From an optimization exercise on the open Yosys and OpenROAD flow, aimed at small area and a short achievable clock period; shortcuts taken in it are not production practice. In this exercise RTL edits were held to simulation tests only and were not proved equivalent to the original. Power is estimated from default activity; no workload was simulated.

==> lagoon <==
==> flow/design.v <==
`default_nettype none
package execPkg;
  localparam int XLEN = 32;
  typedef enum logic [4:0] {
    addOp,
    subOp,
    sllOp,
    sltOp,
    sltuOp,
    xorOp,
    srlOp,
    sraOp,
    orOp,
    andOp,
    luiOp,
    auipcOp,
    jalOp,
    jalrOp,
    beqOp,
    bneOp,
    bltOp,
    bgeOp,
    bltuOp,
    bgeuOp,
    lbOp,
    lhOp,
    lwOp,
    lbuOp,
    lhuOp,
    sbOp,
    shOp,
    swOp
  } AluOp;
  typedef enum logic [1:0] {
    bypassNone = 2'd0,
    bypassExec = 2'd1,
    bypassMem  = 2'd2
  } BypassSel;
  typedef enum logic [1:0] {
    memByte = 2'd0,
    memHalf = 2'd1,
    memWord = 2'd2
  } MemWidth;
endpackage
`default_nettype wire
`timescale 1ns/1ps
`default_nettype none
module operandSelect (
  input  logic [31:0] regVal,
  input  logic [31:0] exVal,
  input  logic [31:0] memVal,
  input  logic [1:0]  sel,
  output logic [31:0] val
);
  assign val = ({32{~sel[1] & ~sel[0]}} & regVal) | ({32{sel[0]}} & exVal) |
               ({32{sel[1]}} & memVal);
endmodule
`default_nettype wire
`timescale 1ns/1ps
`default_nettype none
module prefixAdd #(parameter int N = 32) (
  input  logic [N-1:0] a,
  input  logic [N-1:0] b,
  input  logic         cin,
  output logic [N-1:0] sum
);
  localparam int LG = 5;    
  logic [N-1:0] g0, p0, g, p;
  logic [N:0]   c;
  assign g0 = a & b;
  assign p0 = a ^ b;
  always_comb begin
    g = g0;
    p = p0;
    g[0] = g0[0] | (p0[0] & cin);
    for (int l = 0; l < LG; l++)
      for (int i = 0; i < N; i++)
        if ((i >> l) & 1) begin
          g[i] = g[i] | (p[i] & g[((i >> l) << l) - 1]);
          p[i] = p[i] & p[((i >> l) << l) - 1];
        end
    c[0] = cin;
    for (int i = 0; i < N; i++) c[i+1] = g[i];
  end
  assign sum = p0 ^ c[N-1:0];
endmodule
module aluAddSub (
  input  logic [31:0] a,
  input  logic [31:0] b,
  input  logic        sub,
  output logic [31:0] sum
);
  prefixAdd #(.N(32)) uAdd (.a(a), .b(b ^ {32{sub}}), .cin(sub), .sum(sum));
endmodule
module compareLogic (
  input  logic [31:0] a,
  input  logic [31:0] b,
  output logic        eq,
  output logic        ltu,
  output logic        lts,
  output logic [31:0] xorv,
  output logic [31:0] orv,
  output logic [31:0] andv
);
  logic [31:0] g, p;
  logic        geu;
  assign g = a & ~b;
  assign p = ~(a ^ b);
  logic [31:0] gt, pt;
  always_comb begin
    gt = g;
    pt = p;
    for (int l = 0; l < 5; l++)
      for (int i = 0; i < 32; i++)
        if ((i % (2 << l)) == (2 << l) - 1) begin
          gt[i] = gt[i] | (pt[i] & gt[i - (1 << l)]);
          pt[i] = pt[i] & pt[i - (1 << l)];
        end
  end
  assign geu  = gt[31] | pt[31];    
  assign ltu  = ~geu;
  assign lts  = (a[31] ^ b[31]) ? a[31] : ltu;
  assign xorv = a ^ b;
  assign orv  = a | b;
  assign andv = a & b;
  assign eq   = ~|xorv;
endmodule
module shifter (
  input  logic [31:0] a,
  input  logic [4:0]  shamt,
  input  logic        left,
  input  logic        arith,
  output logic [31:0] y
);
  logic [31:0] aRev, x;
  always_comb for (int i = 0; i < 32; i++) aRev[i] = a[31-i];
  assign x = left ? aRev : a;
  assign y = 32'($signed({arith & a[31], x}) >>> shamt);
endmodule
`default_nettype wire
`timescale 1ns/1ps
`default_nettype none
module targetUnit (
  input  logic [31:0] pc,
  input  logic [31:0] rs1,
  input  logic [31:0] imm,
  input  logic [31:0] pred,
  input  logic        useRs1,
  input  logic        usePc,
  input  logic        isJalr,
  output logic [31:0] sum,
  output logic [31:0] target,
  output logic        differs
);
  logic [31:0] base;
  assign base = ({32{useRs1}} & rs1) | ({32{usePc}} & pc);
  prefixAdd #(.N(32)) uAdd (.a(base), .b(imm), .cin(1'b0), .sum(sum));
  assign target  = {sum[31:1], sum[0] & ~isJalr};
  assign differs = (target != pred);
endmodule
module seqUnit (
  input  logic [31:0] pc,
  input  logic [31:0] pred,
  output logic [31:0] seq,
  output logic        differs
);
  assign seq     = {pc[31:2] + 30'd1, pc[1:0]};
  assign differs = (seq != pred);
endmodule
`default_nettype wire
`timescale 1ns/1ps
`default_nettype none
module opDecode (
  input  logic [4:0] op,
  output logic       selAdd, selTgt, selSeq, selSr, selSl, selSlt, selXor, selOr, selAnd,
  output logic       isSub, useRs1, usePc, isJalr, isJump, isCondBr, shLeft, shArith,
  output logic       isLoad, isStore, loadUnsigned, isBranch,
  output logic [1:0] memWidth
);
  logic isLui;
  assign isLui    = (op == 5'd10);
  assign isJalr   = (op == 5'd13);
  assign isJump   = (op[4:1] == 4'b0110);
  assign isCondBr = (op[4:1] == 4'b0111) || (op[4:2] == 3'b100);
  assign isBranch = isJump || isCondBr;
  assign shLeft   = ~op[2];
  assign shArith  = op[0];
  assign selAdd = (op[4:1] == 4'b0000);
  assign selTgt = op[4] || (op[4:1] == 4'b0101);
  assign selSeq = (op[4:1] == 4'b0110);
  assign selSl  = (op == 5'd2);
  assign selSr  = (op[4:1] == 4'b0011);
  assign selSlt = (op == 5'd3) || (op == 5'd4);
  assign selXor = (op == 5'd5);
  assign selOr  = (op == 5'd8);
  assign selAnd = (op == 5'd9);
  assign isSub  = op[0];
  assign useRs1 = (op[4] & (op[3] | op[2])) | isJalr;
  assign usePc  = ~useRs1 & ~isLui;
  assign isLoad       = (op >= 5'd20) && (op <= 5'd24);
  assign isStore      = (op >= 5'd25) && (op <= 5'd27);
  assign loadUnsigned = (op == 5'd23) || (op == 5'd24);
  always_comb begin
    case (op)
      5'd21, 5'd24, 5'd26: memWidth = 2'd1;
      5'd22, 5'd27:        memWidth = 2'd2;
      default:             memWidth = 2'd0;
    endcase
  end
endmodule
`default_nettype wire
`timescale 1ns/1ps
`default_nettype none
module executeStage (
  input  logic                     clk,
  input  logic                     arstN,
  input  logic                     flush,
  input  logic                     inValid,
  output logic                     inReady,
  input  logic [execPkg::XLEN-1:0] inPc,
  input  logic [execPkg::XLEN-1:0] inRs1Data,
  input  logic [execPkg::XLEN-1:0] inRs2Data,
  input  logic [execPkg::XLEN-1:0] inImm,
  input  execPkg::AluOp            inAluOp,
  input  execPkg::BypassSel        inOp1Bypass,
  input  execPkg::BypassSel        inOp2Bypass,
  input  logic [execPkg::XLEN-1:0] inPredNextPc,
  input  logic [4:0]               inRd,
  input  logic                     inRdWrite,
  input  logic [execPkg::XLEN-1:0] exFwdData,
  input  logic [execPkg::XLEN-1:0] memFwdData,
  output logic                     outValid,
  input  logic                     outReady,
  output logic [execPkg::XLEN-1:0] outPc,
  output logic [execPkg::XLEN-1:0] outResult,
  output logic [execPkg::XLEN-1:0] outStoreData,
  output execPkg::MemWidth         outMemWidth,
  output logic                     outIsLoad,
  output logic                     outIsStore,
  output logic                     outLoadUnsigned,
  output logic                     outRdWrite,
  output logic [4:0]               outRd,
  output logic                     outIsBranch,
  output logic                     outTaken,
  output logic [execPkg::XLEN-1:0] outNextPc,
  output logic                     outMispredict
);
  logic [31:0] rs1, rs2;
  operandSelect uSel1 (.regVal(inRs1Data), .exVal(exFwdData), .memVal(memFwdData),
                       .sel(inOp1Bypass), .val(rs1));
  operandSelect uSel2 (.regVal(inRs2Data), .exVal(exFwdData), .memVal(memFwdData),
                       .sel(inOp2Bypass), .val(rs2));
  logic selAdd, selTgt, selSeq, selSr, selSl, selSlt, selXor, selOr, selAnd;
  logic isSub, useRs1, usePc, isJalr, isJump, isCondBr, shLeft, shArith;
  logic isLoad, isStore, loadUnsigned, isBranch;
  logic [1:0] memWidth;
  opDecode uDec (
    .op(inAluOp),
    .selAdd(selAdd), .selTgt(selTgt), .selSeq(selSeq), .selSr(selSr), .selSl(selSl),
    .selSlt(selSlt), .selXor(selXor), .selOr(selOr), .selAnd(selAnd),
    .isSub(isSub), .useRs1(useRs1), .usePc(usePc), .isJalr(isJalr), .isJump(isJump),
    .isCondBr(isCondBr), .shLeft(shLeft), .shArith(shArith),
    .isLoad(isLoad), .isStore(isStore), .loadUnsigned(loadUnsigned), .isBranch(isBranch),
    .memWidth(memWidth)
  );
  logic [31:0] sum, xorv, orv, andv, shOut, shRev;
  logic        eq, ltu, lts, lt;
  aluAddSub uAdd (.a(rs1), .b(rs2), .sub(isSub), .sum(sum));
  compareLogic uCmp (.a(rs1), .b(rs2), .eq(eq), .ltu(ltu), .lts(lts),
                     .xorv(xorv), .orv(orv), .andv(andv));
  shifter uShift (.a(rs1), .shamt(rs2[4:0]), .left(shLeft), .arith(shArith), .y(shOut));
  always_comb for (int i = 0; i < 32; i++) shRev[i] = shOut[31-i];
  assign lt = inAluOp[0] ? lts : ltu;    
  logic [31:0] tsum, tgt, seq;
  logic        tgtDiffers, seqDiffers;
  targetUnit uTgt (.pc(inPc), .rs1(rs1), .imm(inImm), .pred(inPredNextPc),
                   .useRs1(useRs1), .usePc(usePc), .isJalr(isJalr),
                   .sum(tsum), .target(tgt), .differs(tgtDiffers));
  seqUnit uSeq (.pc(inPc), .pred(inPredNextPc), .seq(seq), .differs(seqDiffers));
  logic cond, taken, mispredict;
  logic [31:0] nextPc;
  assign cond       = ~inAluOp[4] ? eq : (inAluOp[1] ? ltu : lts);
  assign taken      = isJump | (isCondBr & (cond ^ inAluOp[0]));
  assign nextPc     = taken ? tgt : seq;
  assign mispredict = taken ? tgtDiffers : seqDiffers;
  logic [31:0] result;
  assign result = ({32{selAdd}} & sum)   | ({32{selTgt}} & tsum) | ({32{selSeq}} & seq) |
                  ({32{selSr}}  & shOut) | ({32{selSl}}  & shRev) |
                  ({32{selXor}} & xorv)  | ({32{selOr}}  & orv)  | ({32{selAnd}} & andv) |
                  {31'd0, selSlt & lt};
  logic load;
  assign inReady = !flush && (!outValid || outReady);
  assign load    = inValid && inReady;
  always_ff @(posedge clk or negedge arstN) begin
    if (!arstN)       outValid <= 1'b0;
    else if (flush)   outValid <= 1'b0;
    else if (inReady) outValid <= inValid;
  end
  always_ff @(posedge clk) begin
    if (load) begin
      outPc           <= inPc;
      outResult       <= result;
      outStoreData    <= rs2;
      outMemWidth     <= execPkg::MemWidth'(memWidth);
      outIsLoad       <= isLoad;
      outIsStore      <= isStore;
      outLoadUnsigned <= loadUnsigned;
      outRdWrite      <= inRdWrite;
      outRd           <= inRd;
      outIsBranch     <= isBranch;
      outTaken        <= taken;
      outNextPc       <= nextPc;
      outMispredict   <= mispredict;
    end
  end
endmodule
`default_nettype wire
==> flow/flow/run.sh <==
#!/bin/bash
# Standard ORFS layout (the standard.sh), with the port buffers made from
# the smallest buffer cell instead of the resizer's default pick.
set -euo pipefail
bash standard.sh "BUFFER_PORTS_ARGS=-buffer_cell sky130_fd_sc_hd__buf_1" finish > standard_flow.log 2>&1
==> flow/standard.sh <==
#!/bin/bash
# synth_recipe.tcl (not shown) runs the flow's synth.tcl, then flattens the netlist and writes it again
# the make line also repeats each setting of config.mk as NAME=value (left out here)
make -C /OpenROAD-flow-scripts/flow DESIGN_CONFIG=/design/flow/config.mk WORK_HOME=/design/flow/orfs CLKGATE_MAP_FILE= SYNTH_SCRIPT=/design/flow/synth_recipe.tcl "${@:-finish}"
==> flow/config.mk <==
export PLATFORM = sky130hd
export DESIGN_NAME = executeStage
export DESIGN_NICKNAME = executeStage
export VERILOG_FILES = /design/flow/design.v
export SDC_FILE = /design/flow/constraint.sdc
export NUM_CORES = 4
export LEC_CHECK = 0
export CAP_MARGIN = 20
export CORE_MARGIN = 2
export CORE_UTILIZATION = 60
export SETUP_SLACK_MARGIN = 1.0
export SLEW_MARGIN = 20
==> flow/constraint.sdc <==
create_clock -name core_clock -period 6.5 [get_ports {clk}]
set_input_delay 1.3000 -clock core_clock [delete_from_list [all_inputs] [get_ports {clk}]]
set_output_delay 1.3000 -clock core_clock [all_outputs]
set_load 0.01 [all_outputs]
==> willow: changes against lagoon <==
--- a/flow/design.v
+++ b/flow/design.v
@@ -84,14 +84,6 @@
   end
   assign sum = p0 ^ c[N-1:0];
 endmodule
-module aluAddSub (
-  input  logic [31:0] a,
-  input  logic [31:0] b,
-  input  logic        sub,
-  output logic [31:0] sum
-);
-  prefixAdd #(.N(32)) uAdd (.a(a), .b(b ^ {32{sub}}), .cin(sub), .sum(sum));
-endmodule
 module compareLogic (
   input  logic [31:0] a,
   input  logic [31:0] b,
@@ -143,20 +135,32 @@
 module targetUnit (
   input  logic [31:0] pc,
   input  logic [31:0] rs1,
+  input  logic [31:0] rs2,
   input  logic [31:0] imm,
   input  logic [31:0] pred,
   input  logic        useRs1,
   input  logic        usePc,
+  input  logic        useRs2,
+  input  logic        sub,
   input  logic        isJalr,
   output logic [31:0] sum,
   output logic [31:0] target,
   output logic        differs
 );
-  logic [31:0] base;
-  assign base = ({32{useRs1}} & rs1) | ({32{usePc}} & pc);
-  prefixAdd #(.N(32)) uAdd (.a(base), .b(imm), .cin(1'b0), .sum(sum));
+  logic [31:0] base, offset;
+  logic        cin;
+  assign base   = ({32{useRs1}} & rs1) | ({32{usePc}} & pc);
+  assign offset = useRs2 ? (rs2 ^ {32{sub}}) : imm;
+  assign cin    = useRs2 & sub;
+  prefixAdd #(.N(32)) uAdd (.a(base), .b(offset), .cin(cin), .sum(sum));
   assign target  = {sum[31:1], sum[0] & ~isJalr};
-  assign differs = (target != pred);
+  logic [31:0] p, g, miss;
+  assign p = base ^ offset;
+  assign g = base & offset;
+  assign miss[0] = (p[0] & ~isJalr) ^ pred[0];
+  assign miss[1] = p[1] ^ pred[1] ^ g[0];
+  assign miss[31:2] = p[31:2] ^ pred[31:2] ^ (g[30:1] | (p[30:1] & ~pred[30:1]));
+  assign differs = |miss;
 endmodule
 module seqUnit (
   input  logic [31:0] pc,
@@ -164,7 +168,17 @@
   output logic [31:0] seq,
   output logic        differs
 );
-  assign seq     = {pc[31:2] + 30'd1, pc[1:0]};
+  logic [29:0] x, allOnes, carry;
+  assign x = pc[31:2];
+  always_comb begin
+    allOnes = x;
+    for (int l = 0; l < 5; l++)
+      for (int i = 0; i < 30; i++)
+        if ((i >> l) & 1)
+          allOnes[i] = allOnes[i] & allOnes[((i >> l) << l) - 1];
+  end
+  assign carry   = {allOnes[28:0], 1'b1};
+  assign seq     = {x ^ carry, pc[1:0]};
   assign differs = (seq != pred);
 endmodule
 `default_nettype wire
@@ -172,21 +186,19 @@
 `default_nettype none
 module opDecode (
   input  logic [4:0] op,
-  output logic       selAdd, selTgt, selSeq, selSr, selSl, selSlt, selXor, selOr, selAnd,
+  output logic       useRs2, selTgt, selSeq, selSr, selSl, selSlt, selXor, selOr, selAnd,
   output logic       isSub, useRs1, usePc, isJalr, isJump, isCondBr, shLeft, shArith,
   output logic       isLoad, isStore, loadUnsigned, isBranch,
   output logic [1:0] memWidth
 );
-  logic isLui;
-  assign isLui    = (op == 5'd10);
   assign isJalr   = (op == 5'd13);
   assign isJump   = (op[4:1] == 4'b0110);
   assign isCondBr = (op[4:1] == 4'b0111) || (op[4:2] == 3'b100);
   assign isBranch = isJump || isCondBr;
   assign shLeft   = ~op[2];
   assign shArith  = op[0];
-  assign selAdd = (op[4:1] == 4'b0000);
-  assign selTgt = op[4] || (op[4:1] == 4'b0101);
+  assign useRs2 = (op[4:1] == 4'b0000);
+  assign selTgt = op[4] || (op[4:1] == 4'b0101) || useRs2;
   assign selSeq = (op[4:1] == 4'b0110);
   assign selSl  = (op == 5'd2);
   assign selSr  = (op[4:1] == 4'b0011);
@@ -195,8 +207,8 @@
   assign selOr  = (op == 5'd8);
   assign selAnd = (op == 5'd9);
   assign isSub  = op[0];
-  assign useRs1 = (op[4] & (op[3] | op[2])) | isJalr;
-  assign usePc  = ~useRs1 & ~isLui;
+  assign useRs1 = op[4] ? (op[3] | op[2]) : (~op[3] | (op[2] & ~op[1] & op[0]));
+  assign usePc  = ~useRs1 & ~(~op[4] & op[3] & ~op[2] & ~op[0]);
   assign isLoad       = (op >= 5'd20) && (op <= 5'd24);
   assign isStore      = (op >= 5'd25) && (op <= 5'd27);
   assign loadUnsigned = (op == 5'd23) || (op == 5'd24);
@@ -250,22 +262,21 @@
                        .sel(inOp1Bypass), .val(rs1));
   operandSelect uSel2 (.regVal(inRs2Data), .exVal(exFwdData), .memVal(memFwdData),
                        .sel(inOp2Bypass), .val(rs2));
-  logic selAdd, selTgt, selSeq, selSr, selSl, selSlt, selXor, selOr, selAnd;
+  logic useRs2, selTgt, selSeq, selSr, selSl, selSlt, selXor, selOr, selAnd;
   logic isSub, useRs1, usePc, isJalr, isJump, isCondBr, shLeft, shArith;
   logic isLoad, isStore, loadUnsigned, isBranch;
   logic [1:0] memWidth;
   opDecode uDec (
     .op(inAluOp),
-    .selAdd(selAdd), .selTgt(selTgt), .selSeq(selSeq), .selSr(selSr), .selSl(selSl),
+    .useRs2(useRs2), .selTgt(selTgt), .selSeq(selSeq), .selSr(selSr), .selSl(selSl),
     .selSlt(selSlt), .selXor(selXor), .selOr(selOr), .selAnd(selAnd),
     .isSub(isSub), .useRs1(useRs1), .usePc(usePc), .isJalr(isJalr), .isJump(isJump),
     .isCondBr(isCondBr), .shLeft(shLeft), .shArith(shArith),
     .isLoad(isLoad), .isStore(isStore), .loadUnsigned(loadUnsigned), .isBranch(isBranch),
     .memWidth(memWidth)
   );
-  logic [31:0] sum, xorv, orv, andv, shOut, shRev;
+  logic [31:0] xorv, orv, andv, shOut, shRev;
   logic        eq, ltu, lts, lt;
-  aluAddSub uAdd (.a(rs1), .b(rs2), .sub(isSub), .sum(sum));
   compareLogic uCmp (.a(rs1), .b(rs2), .eq(eq), .ltu(ltu), .lts(lts),
                      .xorv(xorv), .orv(orv), .andv(andv));
   shifter uShift (.a(rs1), .shamt(rs2[4:0]), .left(shLeft), .arith(shArith), .y(shOut));
@@ -273,8 +284,9 @@
   assign lt = inAluOp[0] ? lts : ltu;    
   logic [31:0] tsum, tgt, seq;
   logic        tgtDiffers, seqDiffers;
-  targetUnit uTgt (.pc(inPc), .rs1(rs1), .imm(inImm), .pred(inPredNextPc),
-                   .useRs1(useRs1), .usePc(usePc), .isJalr(isJalr),
+  targetUnit uTgt (.pc(inPc), .rs1(rs1), .rs2(rs2), .imm(inImm), .pred(inPredNextPc),
+                   .useRs1(useRs1), .usePc(usePc), .useRs2(useRs2), .sub(isSub),
+                   .isJalr(isJalr),
                    .sum(tsum), .target(tgt), .differs(tgtDiffers));
   seqUnit uSeq (.pc(inPc), .pred(inPredNextPc), .seq(seq), .differs(seqDiffers));
   logic cond, taken, mispredict;
@@ -284,7 +296,7 @@
   assign nextPc     = taken ? tgt : seq;
   assign mispredict = taken ? tgtDiffers : seqDiffers;
   logic [31:0] result;
-  assign result = ({32{selAdd}} & sum)   | ({32{selTgt}} & tsum) | ({32{selSeq}} & seq) |
+  assign result = ({32{selTgt}} & tsum)  | ({32{selSeq}} & seq) |
                   ({32{selSr}}  & shOut) | ({32{selSl}}  & shRev) |
                   ({32{selXor}} & xorv)  | ({32{selOr}}  & orv)  | ({32{selAnd}} & andv) |
                   {31'd0, selSlt & lt};
==> flow/flow/run.sh (replaced) <==
#!/bin/bash
# Layout: the standard ORFS flow (standard.sh), run in two parts, with these changes:
#  - synthesis maps with ABC for a delay target (flow/abc_fast.script) in place of ORFS's
#    abc_speed script; the synthesis is otherwise ORFS's, so the registers are the same;
#  - no full-adder extraction before ABC (ADDER_MAP_FILE empty), so ABC maps the adders freely;
#  - the port buffers are the smallest buffer cell instead of the resizer's default pick;
#  - the timing repairs up to clock tree synthesis aim for EARLY ns of setup slack, and the
#    repair after global routing only for LATE ns, so it does not spend area chasing the
#    slack that the routed wires take back.
# Each tool's output is in orfs/logs/ (ORFS's per-step logs); make's output is in
# standard_flow_cts.log and standard_flow_finish.log.
set -euo pipefail
W=$(pwd)
EARLY=2.35
LATE=2.25
cat > "$W/my_synth.tcl" <<EOT
proc abc {args} {
  set i [lsearch -exact \$args -script]
  if {\$i >= 0} { lset args [expr {\$i + 1}] $W/flow/abc_fast.script }
  yosys abc {*}\$args
}
source $W/synth_recipe.tcl
EOT
COMMON=("SYNTH_SCRIPT=$W/my_synth.tcl" "ADDER_MAP_FILE="
        "BUFFER_PORTS_ARGS=-buffer_cell sky130_fd_sc_hd__buf_1")
bash standard.sh "${COMMON[@]}" "SETUP_SLACK_MARGIN=$EARLY" cts > standard_flow_cts.log 2>&1
bash standard.sh "${COMMON[@]}" "SETUP_SLACK_MARGIN=$LATE" finish > standard_flow_finish.log 2>&1
==> flow/flow/abc_fast.script (new file) <==
strash
dch
map -D 1500
topo
buffer -c
upsize -c -D 1500
dnsize -c -D 1500
--- a/flow/config.mk
+++ b/flow/config.mk
@@ -7,6 +7,6 @@
 export LEC_CHECK = 0
 export CAP_MARGIN = 20
 export CORE_MARGIN = 2
-export CORE_UTILIZATION = 60
-export SETUP_SLACK_MARGIN = 1.0
+export CORE_UTILIZATION = 45
+export SETUP_SLACK_MARGIN = 2.5
 export SLEW_MARGIN = 20
==> raven: changes against lagoon <==
--- a/flow/design.v
+++ b/flow/design.v
@@ -156,7 +156,13 @@
   assign base = ({32{useRs1}} & rs1) | ({32{usePc}} & pc);
   prefixAdd #(.N(32)) uAdd (.a(base), .b(imm), .cin(1'b0), .sum(sum));
   assign target  = {sum[31:1], sum[0] & ~isJalr};
-  assign differs = (target != pred);
+  logic [31:0] p, g, miss;
+  assign p = base ^ imm;
+  assign g = base & imm;
+  assign miss[0] = (p[0] & ~isJalr) ^ pred[0];
+  assign miss[1] = p[1] ^ pred[1] ^ g[0];
+  assign miss[31:2] = p[31:2] ^ pred[31:2] ^ (g[30:1] | (p[30:1] & ~pred[30:1]));
+  assign differs = |miss;
 endmodule
 module seqUnit (
   input  logic [31:0] pc,
@@ -164,7 +170,17 @@
   output logic [31:0] seq,
   output logic        differs
 );
-  assign seq     = {pc[31:2] + 30'd1, pc[1:0]};
+  logic [29:0] x, allOnes, carry;
+  assign x = pc[31:2];
+  always_comb begin
+    allOnes = x;
+    for (int l = 0; l < 5; l++)
+      for (int i = 0; i < 30; i++)
+        if ((i >> l) & 1)
+          allOnes[i] = allOnes[i] & allOnes[((i >> l) << l) - 1];
+  end
+  assign carry   = {allOnes[28:0], 1'b1};
+  assign seq     = {x ^ carry, pc[1:0]};
   assign differs = (seq != pred);
 endmodule
 `default_nettype wire
@@ -177,8 +193,6 @@
   output logic       isLoad, isStore, loadUnsigned, isBranch,
   output logic [1:0] memWidth
 );
-  logic isLui;
-  assign isLui    = (op == 5'd10);
   assign isJalr   = (op == 5'd13);
   assign isJump   = (op[4:1] == 4'b0110);
   assign isCondBr = (op[4:1] == 4'b0111) || (op[4:2] == 3'b100);
@@ -195,8 +209,8 @@
   assign selOr  = (op == 5'd8);
   assign selAnd = (op == 5'd9);
   assign isSub  = op[0];
-  assign useRs1 = (op[4] & (op[3] | op[2])) | isJalr;
-  assign usePc  = ~useRs1 & ~isLui;
+  assign useRs1 = op[4] ? (op[3] | op[2]) : (op[2] & ~op[1] & op[0]);
+  assign usePc  = ~useRs1 & ~(~op[4] & op[3] & ~op[2] & ~op[0]);
   assign isLoad       = (op >= 5'd20) && (op <= 5'd24);
   assign isStore      = (op >= 5'd25) && (op <= 5'd27);
   assign loadUnsigned = (op == 5'd23) || (op == 5'd24);
==> flow/flow/run.sh (replaced) <==
#!/bin/bash
# Layout: the standard ORFS flow (standard.sh) with three changes:
#  - synthesis maps with ABC for a delay target (flow/abc_fast.script) in place of ORFS's
#    abc_speed script; the synthesis is otherwise ORFS's, so the registers are the same;
#  - no full-adder extraction before ABC (ADDER_MAP_FILE empty), so ABC maps the adders freely;
#  - the port buffers are the smallest buffer cell instead of the resizer's default pick.
# Each tool's output is in orfs/logs/ (ORFS's per-step logs); make's output is in
# standard_flow.log.
set -euo pipefail
W=$(pwd)
cat > "$W/my_synth.tcl" <<EOT
proc abc {args} {
  set i [lsearch -exact \$args -script]
  if {\$i >= 0} { lset args [expr {\$i + 1}] $W/flow/abc_fast.script }
  yosys abc {*}\$args
}
source $W/synth_recipe.tcl
EOT
bash standard.sh "SYNTH_SCRIPT=$W/my_synth.tcl" "ADDER_MAP_FILE=" \
  "BUFFER_PORTS_ARGS=-buffer_cell sky130_fd_sc_hd__buf_1" finish > standard_flow.log 2>&1
==> flow/flow/abc_fast.script (new file) <==
strash
dch
map -D 1500
topo
buffer -c
upsize -c -D 1500
dnsize -c -D 1500
--- a/flow/config.mk
+++ b/flow/config.mk
@@ -8,5 +8,5 @@
 export CAP_MARGIN = 20
 export CORE_MARGIN = 2
 export CORE_UTILIZATION = 60
-export SETUP_SLACK_MARGIN = 1.0
+export SETUP_SLACK_MARGIN = 2.5
 export SLEW_MARGIN = 20
==> results.txt <==
Power group with the largest share: lagoon combinational logic; raven -; willow combinational logic
Internal power summed over all cells: lagoon 2.389 mW; raven -; willow 2.220 mW
Sequential share of cell area: lagoon 0.2281; raven -; willow 0.2157
Maximum operating frequency: lagoon 0.1811 GHz; raven -; willow 0.2351 GHz
DR vias: lagoon 16,790; raven -; willow 20,760
Buffers & Inverters on Critical Path: lagoon 3; raven -; willow 5
Run status: lagoon finished clean; raven did not finish; willow finished clean
Stage where the flow stopped: lagoon -; raven 5_1_grt; willow -
Mux contribution to synthesized area: lagoon 0.08928; raven 0.004105; willow 0.003827
Number of buffers inserted to repair setup after CTS: lagoon 1; raven 66; willow 45
Final hold slack: lagoon 0.6125 ns; raven -; willow 0.5925 ns
Leakage power total: lagoon 7.617 nW; raven -; willow 7.812 nW
Count of sequential standard cells: lagoon 143; raven -; willow 143
Max transition margin: lagoon 0.2463; raven -; willow 0.2648
Ant. Diodes: lagoon 2; raven -; willow 1
Final count of hold timing violations: lagoon 0; raven -; willow 0
Share of synthesized area occupied by flip-flops and latches: lagoon 0.2772; raven 0.2513; willow 0.2733
Average cell area after synthesis: lagoon 9.286 um2; raven 6.443 um2; willow 6.903 um2
Routed length on met3: lagoon 9040 um; raven -; willow 12,300 um
Number of remaining DRC errors: lagoon 0; raven -; willow 0
Power density cells: lagoon 218.8 nW/um2; raven -; willow 204.7 nW/um2

[afterwards: timing with drivers on the ports]
In the flow no input, the clock included, has a driving cell. The finished layouts below were timed again as built, in two steps. Step 1: set_driving_cell puts a clkbuf_16 on clk and a buf_2 on each other input, an assumption about the parent block. Step 2 also shifts input and output timing later by t, the mid clock arrival at the registers, as if the neighbouring blocks saw the same clock. Slacks: no drivers / after step 1 / after step 2; pairs: no drivers / after step 1.
| run | t (ns) | setup WS [ns] | slew at the worst register clock pin (ns) |
|---|---|---|---|
| lagoon | 0.482 | 0.977 / 1.009 / 0.527 | 0.08 / 0.08 |
| willow | 0.520 | 2.247 / 2.281 / 1.761 | 0.08 / 0.08 |
After both steps setup and hold are still met in every run listed. The setup slack of willow, which loses most, moves by +0.034 ns with the drivers and by -0.486 ns with both steps.
